This design comes from an exercise in tuning for small area on the open sky130 flow, not from production work. Only simulation tests tie the RTL to the original design; equivalence was not proved. Power is estimated from default activity; no workload was simulated.

==> flow/design.v <==
module cam #(
    parameter int DATA_WIDTH  = 32,
    parameter int DEPTH       = 32,
    parameter int INDEX_WIDTH = 5
) (
    input  logic                   clk,
    input  logic                   reset,
    input  logic                   read,
    input  logic [INDEX_WIDTH-1:0] read_index,
    input  logic                   write,
    input  logic [INDEX_WIDTH-1:0] write_index,
    input  logic [DATA_WIDTH-1:0]  write_data,
    input  logic                   search,
    input  logic [DATA_WIDTH-1:0]  search_data,
    output logic                   read_valid,
    output logic [DATA_WIDTH-1:0]  read_value,
    output logic                   search_valid,
    output logic [INDEX_WIDTH-1:0] search_index
);
    logic [DATA_WIDTH-1:0] entry_data [DEPTH];
    logic [DEPTH-1:0]      entry_valid;
    logic [DEPTH-1:0]      match;
    logic [DEPTH-1:0]      wsel, whold, rsel;
    logic [3:0] wlo, rlo;
    logic [7:0] whi, rhi;
    always_comb begin
        for (int k = 0; k < 4; k++) begin
            wlo[k] = write && (write_index[1:0] == 2'(k));
            rlo[k] = read  && (read_index[1:0]  == 2'(k));
        end
        for (int k = 0; k < 8; k++) begin
            whi[k] = (write_index[4:2] == 3'(k));
            rhi[k] = (read_index[4:2]  == 3'(k));
        end
        for (int i = 0; i < DEPTH; i++) begin
            wsel[i]  = wlo[i % 4] && whi[i / 4];
            whold[i] = !wsel[i];
            rsel[i]  = rlo[i % 4] && rhi[i / 4] && entry_valid[i];
        end
    end
    always_ff @(posedge clk) begin
        if (!reset)
            entry_valid <= '0;
        else
            entry_valid <= entry_valid | wsel;
    end
    for (genvar i = 0; i < DEPTH; i++) begin : g_row
        cam_row #(.W(DATA_WIDTH)) u_row (
            .clk(clk), .set(wsel[i]), .hold(whold[i]), .d(write_data),
            .valid(entry_valid[i]), .key(search_data),
            .q(entry_data[i]), .match(match[i]));
    end
    assign read_valid = |rsel;
    for (genvar j = 0; j < DATA_WIDTH; j++) begin : g_rd
        logic [DEPTH-1:0] col;
        for (genvar i = 0; i < DEPTH; i++) begin : g_col
            assign col[i] = entry_data[i][j];
        end
        cam_rdbit #(.N(DEPTH)) u_rd (.sel(rsel), .d(col), .y(read_value[j]));
    end
    cam_prio u_prio (.search(search), .m(match), .valid(search_valid), .idx(search_index));
endmodule
module cam_row #(
    parameter int W = 32
) (
    input  logic         clk,
    input  logic         set,
    input  logic         hold,
    input  logic [W-1:0] d,
    input  logic         valid,
    input  logic [W-1:0] key,
    output logic [W-1:0] q,
    output logic         match
);
    always_ff @(posedge clk)
        q <= ({W{set}} & d) | ({W{hold}} & q);
    assign match = valid && (q == key);
endmodule
module cam_rdbit #(
    parameter int N = 32    
) (
    input  logic [N-1:0] sel,
    input  logic [N-1:0] d,
    output logic         y
);
    logic [10:0] n;
    for (genvar g = 0; g < 10; g++) begin : g_aoi
        cam_aoi222 u_aoi (
            .a1(sel[3*g]),   .a2(d[3*g]),
            .b1(sel[3*g+1]), .b2(d[3*g+1]),
            .c1(sel[3*g+2]), .c2(d[3*g+2]),
            .y(n[g]));
    end
    cam_aoi22 u_aoi22 (.a1(sel[30]), .a2(d[30]), .b1(sel[31]), .b2(d[31]), .y(n[10]));
    assign y = ~&n;
endmodule
module cam_aoi222 (
    input  logic a1, a2, b1, b2, c1, c2,
    output logic y
);
    assign y = ~((a1 & a2) | (b1 & b2) | (c1 & c2));
endmodule
module cam_aoi22 (
    input  logic a1, a2, b1, b2,
    output logic y
);
    assign y = ~((a1 & a2) | (b1 & b2));
endmodule
module cam_prio (
    input  logic        search,
    input  logic [31:0] m,
    output logic        valid,
    output logic [4:0]  idx
);
    always_comb begin
        valid = 1'b0;
        idx   = '0;
        if (search) begin
            for (int i = 31; i >= 0; i--) begin
                if (m[i]) begin
                    valid = 1'b1;
                    idx   = 5'(i);
                end
            end
        end
    end
endmodule
export LEC_CHECK = 0
export CAP_MARGIN = 20
export CORE_MARGIN = 2
export CORE_UTILIZATION = 55
export CTS_CLUSTER_DIAMETER = 120
export CTS_CLUSTER_SIZE = 24
export SETUP_SLACK_MARGIN = 0.2
export SLEW_MARGIN = 20
export SYNTH_HIERARCHICAL = 1
create_clock -name core_clock -period 8.0 [get_ports {clk}]
standard.sh (not shown) runs the stock make flow with config.mk's settings and CLKGATE_MAP_FILE= SYNTH_SCRIPT=/design/flow/synth_recipe.tcl, a recipe that flattens the netlist after the stock synthesis.
==> flow/flow/run.sh <==
#!/bin/bash
set -euo pipefail
here=$(pwd)
export BUFFER_PORTS_ARGS="-buffer_cell sky130_fd_sc_hd__buf_1"
export CTS_ARGS="-sink_clustering_enable -repair_clock_nets -sink_clustering_size 24 -sink_clustering_max_diameter 120 -dont_use_dummy_load"
export POST_FLOORPLAN_TCL="$here/flow/downsize.tcl"
bash standard.sh finish > flow.log 2>&1
==> flow/flow/downsize.tcl <==
# Sized-down start for the resizer: every combinational cell that synthesis
# mapped at a drive strength above 1 is set back to its _1 variant when that
# is smaller. Flip-flops, latches, tie, tap and fill cells are left alone.
# repair_design and repair_timing in the later steps upsize again wherever
# slew, capacitance or timing needs it.
set n 0
set saved 0.0
foreach inst [[ord::get_db_block] getInsts] {
  set m [$inst getMaster]
  set name [$m getName]
  if {![regexp {^(sky130_fd_sc_hd__)([a-z0-9]+)_([0-9]+)$} $name -> pfx base drive]} { continue }
  if {$drive <= 1} { continue }
  if {[regexp {^(df|edf|sdf|sedf|dl|conb|tap|fill|decap|clk)} $base]} { continue }
  set small [get_lib_cells -quiet ${pfx}${base}_1]
  if {[llength $small] == 0} { continue }
  if {[get_property $small dont_use]} { continue }
  set nm [[ord::get_db] findMaster ${pfx}${base}_1]
  if {$nm eq "NULL"} { continue }
  set a0 [expr {[$m getWidth] * [$m getHeight]}]
  set a1 [expr {[$nm getWidth] * [$nm getHeight]}]
  if {$a1 >= $a0} { continue }
  replace_cell [$inst getName] ${pfx}${base}_1
  incr n
  set saved [expr {$saved + ($a0 - $a1) / 1e6}]
}
puts "downsize: resized $n instances, [format %.1f $saved] um2 smaller"
Next try:
--- a/flow/design.v
+++ b/flow/design.v
@@ -22,19 +22,9 @@
     logic [DEPTH-1:0]      match;
     logic [DEPTH-1:0]      wsel, whold, rsel;
-    logic [3:0] wlo, rlo;
-    logic [7:0] whi, rhi;
     always_comb begin
-        for (int k = 0; k < 4; k++) begin
-            wlo[k] = write && (write_index[1:0] == 2'(k));
-            rlo[k] = read  && (read_index[1:0]  == 2'(k));
-        end
-        for (int k = 0; k < 8; k++) begin
-            whi[k] = (write_index[4:2] == 3'(k));
-            rhi[k] = (read_index[4:2]  == 3'(k));
-        end
         for (int i = 0; i < DEPTH; i++) begin
-            wsel[i]  = wlo[i % 4] && whi[i / 4];
+            wsel[i]  = write && (write_index == INDEX_WIDTH'(i));
             whold[i] = !wsel[i];
-            rsel[i]  = rlo[i % 4] && rhi[i / 4] && entry_valid[i];
+            rsel[i]  = read && (read_index == INDEX_WIDTH'(i)) && entry_valid[i];
         end
     end
@@ -42,6 +32,6 @@
         if (!reset)
             entry_valid <= '0;
-        else
-            entry_valid <= entry_valid | wsel;
+        else if (write)
+            entry_valid[write_index] <= 1'b1;
     end
     for (genvar i = 0; i < DEPTH; i++) begin : g_row
@@ -59,5 +49,16 @@
         cam_rdbit #(.N(DEPTH)) u_rd (.sel(rsel), .d(col), .y(read_value[j]));
     end
-    cam_prio u_prio (.search(search), .m(match), .valid(search_valid), .idx(search_index));
+    always_comb begin
+        search_valid = 1'b0;
+        search_index = '0;
+        if (search) begin
+            for (int i = DEPTH - 1; i >= 0; i--) begin
+                if (match[i]) begin
+                    search_valid = 1'b1;
+                    search_index = INDEX_WIDTH'(i);
+                end
+            end
+        end
+    end
 endmodule
 module cam_row #(
@@ -107,21 +108,2 @@
     assign y = ~((a1 & a2) | (b1 & b2));
 endmodule
-module cam_prio (
-    input  logic        search,
-    input  logic [31:0] m,
-    output logic        valid,
-    output logic [4:0]  idx
-);
-    always_comb begin
-        valid = 1'b0;
-        idx   = '0;
-        if (search) begin
-            for (int i = 31; i >= 0; i--) begin
-                if (m[i]) begin
-                    valid = 1'b1;
-                    idx   = 5'(i);
-                end
-            end
-        end
-    end
-endmodule
Result: Combinational power increases slightly; flip-flop and latch count does not change; setup slack gets worse by 230 ps; die area came out higher slightly; clock-buffer cell count does not change; cell area came out higher slightly.

port drivers added, routing unchanged:
The flow's constraints put no driver on any port. The routed layouts listed below were extracted and timed again, unchanged, in two steps. Step 1 (the two cells are an assumption about what drives the block):
set clk [get_ports {clk}]
set_driving_cell -lib_cell sky130_fd_sc_hd__clkbuf_16 $clk
set_driving_cell -lib_cell sky130_fd_sc_hd__buf_2 [delete_from_list [all_inputs] $clk]
Step 2 adds t to the input delays and takes it off the output delays; t is the mean of the earliest and latest rising clock arrival at the registers after step 1. Input paths then give back, and output paths get back, about the clock's delay inside the block. Three values: no drivers, after step 1, after step 2; two values: the first two.
| run | t (ns) | slack for setup (ns) | pins driven straight from the clock port |
|---|---|---|---|
| the first run | 0.722 | 0.598 / 0.555 / 0.555 | 1 |
| the second run | 0.746 | 0.369 / 0.236 / 0.236 | 1 |
After both steps setup and hold are still met in every run listed. For the second run, which loses most, drivers alone change the setup slack by -0.133 ns; drivers and shift together by -0.133 ns.
